From an optimization exercise on the open Yosys and OpenROAD flow, aimed at small area and a short achievable clock period; shortcuts taken in it are not production practice. RTL that was checked went through simulation tests only; none was proved equivalent to the original. Power and IR drop assume default switching activity.

==> job 2831: inputs <==
==> flow/design.v <==
module ddr5_dimm_responder (
  input  logic        clk,
  input  logic        rst,
  input  logic        cmd_valid,
  input  logic [2:0]  cmd_type,
  input  logic        cmd_channel,
  input  logic [2:0]  cmd_bg,
  input  logic [1:0]  cmd_bank,
  input  logic [15:0] cmd_row,
  input  logic [5:0]  cmd_col,
  output logic        rd_valid,
  output logic [26:0] rd_tag,
  output logic        wr_ack,
  output logic [26:0] wr_tag,
  output logic        err_valid,
  output logic [2:0]  err_code,
  output logic [5:0]  open_banks
);
  localparam logic [6:0]   T_ACT_LD = 7'b0110000;   
  localparam logic [6:0]   T_PRE_LD = 7'b1000010;   
  localparam logic [127:0] OPEN_SET = 128'h00040560043368510238258d164a1301;
  logic [2:0]  eff;
  assign eff = (cmd_valid && !cmd_channel) ? cmd_type : 3'd0;
  logic [2:0]  p_type;
  logic [4:0]  p_idx;
  logic [15:0] p_row;
  logic [5:0]  p_col;
  always_ff @(posedge clk) begin
    p_type <= eff;
    p_idx  <= {cmd_bg, cmd_bank};
    p_row  <= cmd_row;
    p_col  <= cmd_col;
  end
  logic dec_q;   
  always_ff @(posedge clk or posedge rst) begin
    if (rst) dec_q <= 1'b0;
    else     dec_q <= !dec_q && (eff == 3'd1 || eff == 3'd3 || eff == 3'd5);
  end
  logic [4:0] idx_in;
  assign idx_in = {cmd_bg, cmd_bank};
  logic [6:0]  tmr  [32];
  logic [31:0] live;
  logic [15:0] rows [32];
  logic        pok_q, pre_cand_q, c_q, o_q;
  logic        err_valid_q;
  logic        f_act, f_pre, f_rw;
  assign f_act = pok_q && (p_type == 3'd2) && c_q;
  assign f_rw  = pok_q && (p_type == 3'd4 || p_type == 3'd6) && o_q;
  assign f_pre = pre_cand_q && !err_valid_q && live[p_idx];
  function automatic logic [6:0] tmr_step(input logic [6:0] q);
    tmr_step = {q[5:0], (q[6] == q[5]) && (q != 7'd0)};
  endfunction
  logic [31:0] pre_err_v;
  always_comb begin
    for (int i = 0; i < 32; i++)
      pre_err_v[i] = (live[i] && (tmr[i] != 7'd0)) || (f_act && p_idx == 5'(i));
  end
  logic [6:0] s_p;
  logic       closed_p, live_p, open_p;
  assign s_p      = tmr[p_idx];
  assign live_p   = live[p_idx];
  assign closed_p = !live_p && (s_p == 7'd0);
  assign open_p   = live_p && OPEN_SET[s_p];
  logic p_is_act;
  assign p_is_act = (p_type == 3'd1);
  logic       mismatch, pair_err;
  logic [2:0] pair_code;
  assign mismatch  = (eff != p_type + 3'd1) || (idx_in != p_idx) ||
                     (p_is_act ? (cmd_row != p_row) : (cmd_col != p_col));
  assign pair_err  = p_is_act ? !closed_p : !open_p;
  assign pair_code = p_is_act ? (live_p ? 3'd1 : 3'd5) : 3'd2;
  logic is_half2, is_pre;
  assign is_half2 = (eff == 3'd2) || (eff == 3'd4) || (eff == 3'd6);
  assign is_pre   = (eff == 3'd7);
  logic       err_v_d;
  logic [2:0] err_c_d;
  assign err_v_d = dec_q ? (mismatch || pair_err) : (is_half2 || (is_pre && pre_err_v[idx_in]));
  assign err_c_d = dec_q ? (mismatch ? 3'd4 : pair_code) : (is_half2 ? 3'd4 : 3'd3);
  logic [2:0] err_code_q;
  logic [5:0] open_q;
  always_ff @(posedge clk or posedge rst) begin
    if (rst) begin
      err_valid_q <= 1'b0;
      err_code_q  <= 3'd0;
      pok_q       <= 1'b0;
      pre_cand_q  <= 1'b0;
      open_q      <= 6'd0;
    end else begin
      err_valid_q <= err_v_d;
      err_code_q  <= err_c_d;
      pok_q       <= dec_q && !mismatch;
      pre_cand_q  <= !dec_q && is_pre;
      open_q      <= open_q + {5'd0, f_act} - {5'd0, f_pre};
    end
  end
  always_ff @(posedge clk) begin
    c_q <= closed_p;
    o_q <= open_p;
  end
  always_ff @(posedge clk or posedge rst) begin
    if (rst) begin
      live <= '0;
      for (int i = 0; i < 32; i++) tmr[i] <= 7'd0;
    end else begin
      for (int i = 0; i < 32; i++) begin
        if (f_act && p_idx == 5'(i)) begin
          tmr[i]  <= T_ACT_LD;
          live[i] <= 1'b1;
        end else if (f_pre && p_idx == 5'(i)) begin
          tmr[i]  <= T_PRE_LD;
          live[i] <= 1'b0;
        end else begin
          tmr[i]  <= tmr_step(tmr[i]);
        end
      end
    end
  end
  always_ff @(posedge clk) begin
    for (int i = 0; i < 32; i++)
      if (f_act && p_idx == 5'(i)) rows[i] <= p_row;
  end
  localparam int HL = 19;
  logic          ph;
  logic          s_v, s_r;
  logic [10:0]   s_d;
  logic [HL:1]   h_v, h_r, h_late;
  logic [10:0]   h_d [1:HL];
  logic          f_rd;
  assign f_rd = (p_type == 3'd4);
  always_ff @(posedge clk or posedge rst) begin
    if (rst) begin
      ph  <= 1'b0;
      s_v <= 1'b0;
      h_v <= '0;
    end else begin
      ph  <= !ph;
      s_v <= f_rw;
      if (ph) h_v <= {h_v[HL-1:1], f_rw || s_v};
    end
  end
  always_ff @(posedge clk) begin
    s_r <= f_rd;
    s_d <= {p_idx, p_col};
    if (ph) begin
      h_r[1]    <= s_v ? s_r : f_rd;
      h_late[1] <= !s_v;
      h_d[1]    <= s_v ? s_d : {p_idx, p_col};
      h_r[HL:2]    <= h_r[HL-1:1];
      h_late[HL:2] <= h_late[HL-1:1];
      for (int k = 2; k <= HL; k++) h_d[k] <= h_d[k-1];
    end
  end
  logic        rd_late, wr_look, rd_look;
  logic [10:0] sel_d;
  logic [15:0] row_m;
  assign rd_late = !ph && h_v[HL] && h_r[HL] && h_late[HL];
  assign wr_look = h_v[HL-1] && !h_r[HL-1] && (ph == h_late[HL-1]);
  assign rd_look = rd_late || (ph && h_v[HL-1] && h_r[HL-1] && !h_late[HL-1]);
  assign sel_d   = rd_late ? h_d[HL] : h_d[HL-1];
  assign row_m   = rows[sel_d[10:6]];
  logic        rd_look_q, rd_valid_q, wr_ack_q;
  logic [26:0] rd_tag_q, wr_tag_q;
  always_ff @(posedge clk or posedge rst) begin
    if (rst) begin
      rd_look_q  <= 1'b0;
      rd_valid_q <= 1'b0;
      wr_ack_q   <= 1'b0;
      rd_tag_q   <= '0;
      wr_tag_q   <= '0;
    end else begin
      rd_look_q  <= rd_look;
      rd_valid_q <= rd_look_q;
      wr_ack_q   <= wr_look;
      if (rd_look) rd_tag_q <= {sel_d[10:6], row_m, sel_d[5:0]};
      wr_tag_q   <= {sel_d[10:6], row_m, sel_d[5:0]};
    end
  end
  assign rd_valid   = rd_valid_q;
  assign rd_tag     = rd_tag_q;
  assign wr_ack     = wr_ack_q;
  assign wr_tag     = wr_tag_q;
  assign err_valid  = err_valid_q;
  assign err_code   = err_code_q;
  assign open_banks = open_q;
endmodule
==> flow/flow/run.sh <==
#!/bin/bash
# Standard ORFS layout (the standard.sh) with extra optimisation effort: repair_timing is
# asked to leave extra setup margin, cells may be resized across footprints, and the clock
# tree uses larger sink clusters without dummy loads. The timing constraints
# (constraint.sdc) are unchanged; every port still gets a buffer.
set -euo pipefail
source flow/knobs.sh
bash standard.sh SETUP_SLACK_MARGIN=$MARGIN MATCH_CELL_FOOTPRINT=0 "CTS_ARGS=$CTS" "BUFFER_PORTS_ARGS=$PORTBUF" $EXTRA finish > standard_make.log 2>&1
==> flow/flow/knobs.sh <==
MARGIN=14.8
CTS="-sink_clustering_enable -repair_clock_nets -dont_use_dummy_load -sink_clustering_size 30 -sink_clustering_max_diameter 60"
PORTBUF="-buffer_cell sky130_fd_sc_hd__buf_2"
EXTRA=""
==> flow/standard.sh <==
#!/bin/bash
# synth_recipe.tcl (not shown) runs the flow's synth.tcl, then flattens the netlist and writes it again
# the make line also repeats each setting of config.mk as NAME=value (left out here)
make -C /OpenROAD-flow-scripts/flow DESIGN_CONFIG=/design/flow/config.mk WORK_HOME=/design/flow/orfs CLKGATE_MAP_FILE= SYNTH_SCRIPT=/design/flow/synth_recipe.tcl "${@:-finish}"
==> flow/config.mk <==
export PLATFORM = sky130hd
export DESIGN_NAME = ddr5_dimm_responder
export DESIGN_NICKNAME = ddr5_dimm_responder
export VERILOG_FILES = /design/flow/design.v
export SDC_FILE = /design/flow/constraint.sdc
export NUM_CORES = 4
export LEC_CHECK = 0
export CAP_MARGIN = 20
export CORE_MARGIN = 2
export CORE_UTILIZATION = 40
export SLEW_MARGIN = 20
==> flow/constraint.sdc <==
create_clock -name core_clock -period 20.0 [get_ports {clk}]
set_input_delay 4.0000 -clock core_clock [delete_from_list [all_inputs] [get_ports {clk}]]
set_output_delay 4.0000 -clock core_clock [all_outputs]
set_load 0.01 [all_outputs]
==> inputs of job 7296, as changes to job 2831 <==
--- a/flow/design.v
+++ b/flow/design.v
@@ -118,5 +118,5 @@
   always_ff @(posedge clk) begin
     for (int i = 0; i < 32; i++)
-      if (f_act && p_idx == 5'(i)) rows[i] <= p_row;
+      if (dec_q && p_is_act && closed_p && p_idx == 5'(i)) rows[i] <= p_row;
   end
   localparam int HL = 19;
==> flow/flow/knobs.sh (replaced) <==
MARGIN=14.7
CTS="-sink_clustering_enable -repair_clock_nets -dont_use_dummy_load -sink_clustering_size 30 -sink_clustering_max_diameter 80"
PORTBUF="-buffer_cell sky130_fd_sc_hd__buf_2"
EXTRA=""
==> inputs of job 6903, as changes to job 2831 <==
--- a/flow/design.v
+++ b/flow/design.v
@@ -54,5 +54,5 @@
   always_comb begin
     for (int i = 0; i < 32; i++)
-      pre_err_v[i] = (live[i] && (tmr[i] != 7'd0)) || (f_act && p_idx == 5'(i));
+      pre_err_v[i] = live[i] && (tmr[i] != 7'd0);
   end
   logic [6:0] s_p;
@@ -66,6 +66,12 @@
   logic       mismatch, pair_err;
   logic [2:0] pair_code;
-  assign mismatch  = (eff != p_type + 3'd1) || (idx_in != p_idx) ||
-                     (p_is_act ? (cmd_row != p_row) : (cmd_col != p_col));
+  logic [2:0]  x_type;
+  logic [15:0] x_rowm;
+  logic [5:0]  x_colm;
+  assign x_type = p_type + 3'd1;
+  assign x_rowm = {16{p_is_act}};
+  assign x_colm = {6{!p_is_act}};
+  assign mismatch  = !cmd_valid || cmd_channel || (|(cmd_type ^ x_type)) || (|(idx_in ^ p_idx)) ||
+                     (|((cmd_row ^ p_row) & x_rowm)) || (|((cmd_col ^ p_col) & x_colm));
   assign pair_err  = p_is_act ? !closed_p : !open_p;
   assign pair_code = p_is_act ? (live_p ? 3'd1 : 3'd5) : 3'd2;
@@ -75,5 +81,9 @@
   logic       err_v_d;
   logic [2:0] err_c_d;
-  assign err_v_d = dec_q ? (mismatch || pair_err) : (is_half2 || (is_pre && pre_err_v[idx_in]));
+  logic pre_err;
+  logic [31:0] idx_hot;
+  always_comb for (int i = 0; i < 32; i++) idx_hot[i] = (idx_in == 5'(i));
+  assign pre_err = (|(pre_err_v & idx_hot)) || (f_act && idx_in == p_idx);
+  assign err_v_d = dec_q ? (mismatch || pair_err) : (is_half2 || (is_pre && pre_err));
   assign err_c_d = dec_q ? (mismatch ? 3'd4 : pair_code) : (is_half2 ? 3'd4 : 3'd3);
   logic [2:0] err_code_q;
==> flow/flow/run.sh (replaced) <==
#!/bin/bash
# Standard ORFS layout (the standard.sh) with extra optimisation effort:
# - the platform's don't-use list plus the 4-input NOR/OR cells (slow stacked PMOS), so
#   synthesis builds the input-side compare trees from faster gates;
# - repair_timing asked to leave extra setup margin, cells resized across footprints;
# - port buffers of a fixed small cell, clock tree with larger sink clusters and no dummy loads.
# The timing constraints (constraint.sdc) are unchanged; every port still gets a buffer.
set -euo pipefail
source flow/knobs.sh
DONT_USE="$(tr '\n' ' ' < flow/dont_use.txt)"
bash standard.sh SETUP_SLACK_MARGIN=$MARGIN MATCH_CELL_FOOTPRINT=0 "DONT_USE_CELLS=$DONT_USE" \
  "CTS_ARGS=$CTS" "BUFFER_PORTS_ARGS=$PORTBUF" $EXTRA finish > standard_make.log 2>&1
==> flow/flow/dont_use.txt (new file) <==
sky130_fd_sc_hd__lpflow_bleeder_1
sky130_fd_sc_hd__lpflow_clkbufkapwr_1
sky130_fd_sc_hd__lpflow_clkbufkapwr_16
sky130_fd_sc_hd__lpflow_clkbufkapwr_2
sky130_fd_sc_hd__lpflow_clkbufkapwr_4
sky130_fd_sc_hd__lpflow_clkbufkapwr_8
sky130_fd_sc_hd__lpflow_clkinvkapwr_1
sky130_fd_sc_hd__lpflow_clkinvkapwr_16
sky130_fd_sc_hd__lpflow_clkinvkapwr_2
sky130_fd_sc_hd__lpflow_clkinvkapwr_4
sky130_fd_sc_hd__lpflow_clkinvkapwr_8
sky130_fd_sc_hd__lpflow_decapkapwr_12
sky130_fd_sc_hd__lpflow_decapkapwr_3
sky130_fd_sc_hd__lpflow_decapkapwr_4
sky130_fd_sc_hd__lpflow_decapkapwr_6
sky130_fd_sc_hd__lpflow_decapkapwr_8
sky130_fd_sc_hd__lpflow_inputiso0n_1
sky130_fd_sc_hd__lpflow_inputiso0p_1
sky130_fd_sc_hd__lpflow_inputiso1n_1
sky130_fd_sc_hd__lpflow_inputiso1p_1
sky130_fd_sc_hd__lpflow_inputisolatch_1
sky130_fd_sc_hd__lpflow_isobufsrc_1
sky130_fd_sc_hd__lpflow_isobufsrc_16
sky130_fd_sc_hd__lpflow_isobufsrc_2
sky130_fd_sc_hd__lpflow_isobufsrc_4
sky130_fd_sc_hd__lpflow_isobufsrc_8
sky130_fd_sc_hd__lpflow_isobufsrckapwr_16
sky130_fd_sc_hd__lpflow_lsbuf_lh_hl_isowell_tap_1
sky130_fd_sc_hd__lpflow_lsbuf_lh_hl_isowell_tap_2
sky130_fd_sc_hd__lpflow_lsbuf_lh_hl_isowell_tap_4
sky130_fd_sc_hd__lpflow_lsbuf_lh_isowell_4
sky130_fd_sc_hd__lpflow_lsbuf_lh_isowell_tap_1
sky130_fd_sc_hd__lpflow_lsbuf_lh_isowell_tap_2
sky130_fd_sc_hd__lpflow_lsbuf_lh_isowell_tap_4
sky130_fd_sc_hd__probe_p_8
sky130_fd_sc_hd__probec_p_8
sky130_fd_sc_hd__nor4_1
sky130_fd_sc_hd__nor4_2
sky130_fd_sc_hd__nor4_4
sky130_fd_sc_hd__nor4b_1
sky130_fd_sc_hd__nor4b_2
sky130_fd_sc_hd__nor4b_4
sky130_fd_sc_hd__nor4bb_1
sky130_fd_sc_hd__nor4bb_2
sky130_fd_sc_hd__nor4bb_4
sky130_fd_sc_hd__or4_1
sky130_fd_sc_hd__or4_2
sky130_fd_sc_hd__or4_4
sky130_fd_sc_hd__or4b_1
sky130_fd_sc_hd__or4b_2
sky130_fd_sc_hd__or4b_4
sky130_fd_sc_hd__or4bb_1
sky130_fd_sc_hd__or4bb_2
sky130_fd_sc_hd__or4bb_4
==> flow/flow/knobs.sh (replaced) <==
MARGIN=14.8
CTS="-sink_clustering_enable -repair_clock_nets -dont_use_dummy_load -sink_clustering_size 30 -sink_clustering_max_diameter 60"
PORTBUF="-buffer_cell sky130_fd_sc_hd__buf_2"
EXTRA="PLACE_DENSITY=0.7"
==> inputs of job 8576, as changes to job 2831 <==
--- a/flow/design.v
+++ b/flow/design.v
@@ -54,5 +54,5 @@
   always_comb begin
     for (int i = 0; i < 32; i++)
-      pre_err_v[i] = (live[i] && (tmr[i] != 7'd0)) || (f_act && p_idx == 5'(i));
+      pre_err_v[i] = live[i] && (tmr[i] != 7'd0);
   end
   logic [6:0] s_p;
@@ -66,6 +66,12 @@
   logic       mismatch, pair_err;
   logic [2:0] pair_code;
-  assign mismatch  = (eff != p_type + 3'd1) || (idx_in != p_idx) ||
-                     (p_is_act ? (cmd_row != p_row) : (cmd_col != p_col));
+  logic [2:0]  x_type;
+  logic [15:0] x_rowm;
+  logic [5:0]  x_colm;
+  assign x_type = p_type + 3'd1;
+  assign x_rowm = {16{p_is_act}};
+  assign x_colm = {6{!p_is_act}};
+  assign mismatch  = !cmd_valid || cmd_channel || (|(cmd_type ^ x_type)) || (|(idx_in ^ p_idx)) ||
+                     (|((cmd_row ^ p_row) & x_rowm)) || (|((cmd_col ^ p_col) & x_colm));
   assign pair_err  = p_is_act ? !closed_p : !open_p;
   assign pair_code = p_is_act ? (live_p ? 3'd1 : 3'd5) : 3'd2;
@@ -75,5 +81,9 @@
   logic       err_v_d;
   logic [2:0] err_c_d;
-  assign err_v_d = dec_q ? (mismatch || pair_err) : (is_half2 || (is_pre && pre_err_v[idx_in]));
+  logic pre_err;
+  logic [31:0] idx_hot;
+  always_comb for (int i = 0; i < 32; i++) idx_hot[i] = (idx_in == 5'(i));
+  assign pre_err = (|(pre_err_v & idx_hot)) || (f_act && idx_in == p_idx);
+  assign err_v_d = dec_q ? (mismatch || pair_err) : (is_half2 || (is_pre && pre_err));
   assign err_c_d = dec_q ? (mismatch ? 3'd4 : pair_code) : (is_half2 ? 3'd4 : 3'd3);
   logic [2:0] err_code_q;
==> flow/flow/run.sh (replaced) <==
#!/bin/bash
# Standard ORFS layout (the standard.sh) with extra optimisation effort:
# - the platform's don't-use list plus the 4-input NOR/OR cells (slow stacked PMOS), so
#   synthesis builds the input-side compare trees from faster gates;
# - repair_timing asked to leave extra setup margin, cells resized across footprints;
# - port buffers of a fixed small cell, clock tree with larger sink clusters and no dummy loads.
# The timing constraints (constraint.sdc) are unchanged; every port still gets a buffer.
set -euo pipefail
source flow/knobs.sh
DONT_USE="$(tr '\n' ' ' < flow/dont_use.txt)"
bash standard.sh SETUP_SLACK_MARGIN=$MARGIN MATCH_CELL_FOOTPRINT=0 "DONT_USE_CELLS=$DONT_USE" \
  "CTS_ARGS=$CTS" "BUFFER_PORTS_ARGS=$PORTBUF" $EXTRA finish > standard_make.log 2>&1
==> flow/flow/dont_use.txt (new file) <==
sky130_fd_sc_hd__lpflow_bleeder_1
sky130_fd_sc_hd__lpflow_clkbufkapwr_1
sky130_fd_sc_hd__lpflow_clkbufkapwr_16
sky130_fd_sc_hd__lpflow_clkbufkapwr_2
sky130_fd_sc_hd__lpflow_clkbufkapwr_4
sky130_fd_sc_hd__lpflow_clkbufkapwr_8
sky130_fd_sc_hd__lpflow_clkinvkapwr_1
sky130_fd_sc_hd__lpflow_clkinvkapwr_16
sky130_fd_sc_hd__lpflow_clkinvkapwr_2
sky130_fd_sc_hd__lpflow_clkinvkapwr_4
sky130_fd_sc_hd__lpflow_clkinvkapwr_8
sky130_fd_sc_hd__lpflow_decapkapwr_12
sky130_fd_sc_hd__lpflow_decapkapwr_3
sky130_fd_sc_hd__lpflow_decapkapwr_4
sky130_fd_sc_hd__lpflow_decapkapwr_6
sky130_fd_sc_hd__lpflow_decapkapwr_8
sky130_fd_sc_hd__lpflow_inputiso0n_1
sky130_fd_sc_hd__lpflow_inputiso0p_1
sky130_fd_sc_hd__lpflow_inputiso1n_1
sky130_fd_sc_hd__lpflow_inputiso1p_1
sky130_fd_sc_hd__lpflow_inputisolatch_1
sky130_fd_sc_hd__lpflow_isobufsrc_1
sky130_fd_sc_hd__lpflow_isobufsrc_16
sky130_fd_sc_hd__lpflow_isobufsrc_2
sky130_fd_sc_hd__lpflow_isobufsrc_4
sky130_fd_sc_hd__lpflow_isobufsrc_8
sky130_fd_sc_hd__lpflow_isobufsrckapwr_16
sky130_fd_sc_hd__lpflow_lsbuf_lh_hl_isowell_tap_1
sky130_fd_sc_hd__lpflow_lsbuf_lh_hl_isowell_tap_2
sky130_fd_sc_hd__lpflow_lsbuf_lh_hl_isowell_tap_4
sky130_fd_sc_hd__lpflow_lsbuf_lh_isowell_4
sky130_fd_sc_hd__lpflow_lsbuf_lh_isowell_tap_1
sky130_fd_sc_hd__lpflow_lsbuf_lh_isowell_tap_2
sky130_fd_sc_hd__lpflow_lsbuf_lh_isowell_tap_4
sky130_fd_sc_hd__probe_p_8
sky130_fd_sc_hd__probec_p_8
sky130_fd_sc_hd__nor4_1
sky130_fd_sc_hd__nor4_2
sky130_fd_sc_hd__nor4_4
sky130_fd_sc_hd__nor4b_1
sky130_fd_sc_hd__nor4b_2
sky130_fd_sc_hd__nor4b_4
sky130_fd_sc_hd__nor4bb_1
sky130_fd_sc_hd__nor4bb_2
sky130_fd_sc_hd__nor4bb_4
sky130_fd_sc_hd__or4_1
sky130_fd_sc_hd__or4_2
sky130_fd_sc_hd__or4_4
sky130_fd_sc_hd__or4b_1
sky130_fd_sc_hd__or4b_2
sky130_fd_sc_hd__or4b_4
sky130_fd_sc_hd__or4bb_1
sky130_fd_sc_hd__or4bb_2
sky130_fd_sc_hd__or4bb_4
==> flow/flow/knobs.sh (replaced) <==
MARGIN=14.8
CTS="-sink_clustering_enable -repair_clock_nets -dont_use_dummy_load -sink_clustering_size 30 -sink_clustering_max_diameter 60"
PORTBUF="-buffer_cell sky130_fd_sc_hd__buf_2"
EXTRA="CORE_UTILIZATION=45"
==> summary.txt <==
- Job 7296 ran to the end with no violations. Job 8576 ran to the end with no violations. Job 6903 produced a clean layout. Job 2831 finished clean.
- Of job 7296 and job 6903, job 7296 has the higher sequential power (gap about 15%, measured against job 6903).
- Of job 7296 and job 6903, job 7296 has the higher core utilization (gap 0.28 points).
- Of job 2831 and job 8576, job 8576 has the higher global-route usage (gap 4.4 points).
- Of job 6903 and job 2831, job 2831 has the higher clock power (gap about 10%, measured against job 2831).
- Against job 8576, the first-iteration DRC count of job 7296 is lower by 0.80%.
- Die area, lowest first: job 8576, job 2831, job 6903, job 7296.
- The highest register-to-register slack belongs to job 2831, the lowest to job 7296.
- Combinational power: job 2831 < job 6903 < job 8576 < job 7296.
Only the layout flow was run in job 7296; the RTL was not checked for function there.

[port drivers added, routing unchanged]
The flow's constraints put no driver on any port. The routed layouts listed below were extracted and timed again, unchanged, in two steps. Step 1 (the two cells are an assumption about what drives the block):
set clk [get_ports {clk}]
set_driving_cell -lib_cell sky130_fd_sc_hd__clkbuf_16 $clk
set_driving_cell -lib_cell sky130_fd_sc_hd__buf_2 [delete_from_list [all_inputs] $clk]
Step 2 adds t to the input delays and takes it off the output delays; t is the mean of the earliest and latest rising clock arrival at the registers after step 1. Input paths then give back, and output paths get back, about the clock's delay inside the block. Slacks: no drivers / after step 1 / after step 2; pairs: no drivers / after step 1.
| run | t (ns) | setup WS [ns] | worst setup path at the end |
|---|---|---|---|
| job 2831 | 0.694 | 14.265 / 14.253 / 13.559 | input to register |
| job 7296 | 0.713 | 14.648 / 14.679 / 13.966 | input to register |
| job 6903 | 0.706 | 14.651 / 14.591 / 13.987 | input to register |
| job 8576 | 0.707 | 14.786 / 14.725 / 14.117 | input to register |
After both steps setup and hold are still met in every run listed. For job 2831, which loses most, drivers alone change the setup slack by -0.012 ns; drivers and shift together by -0.706 ns.
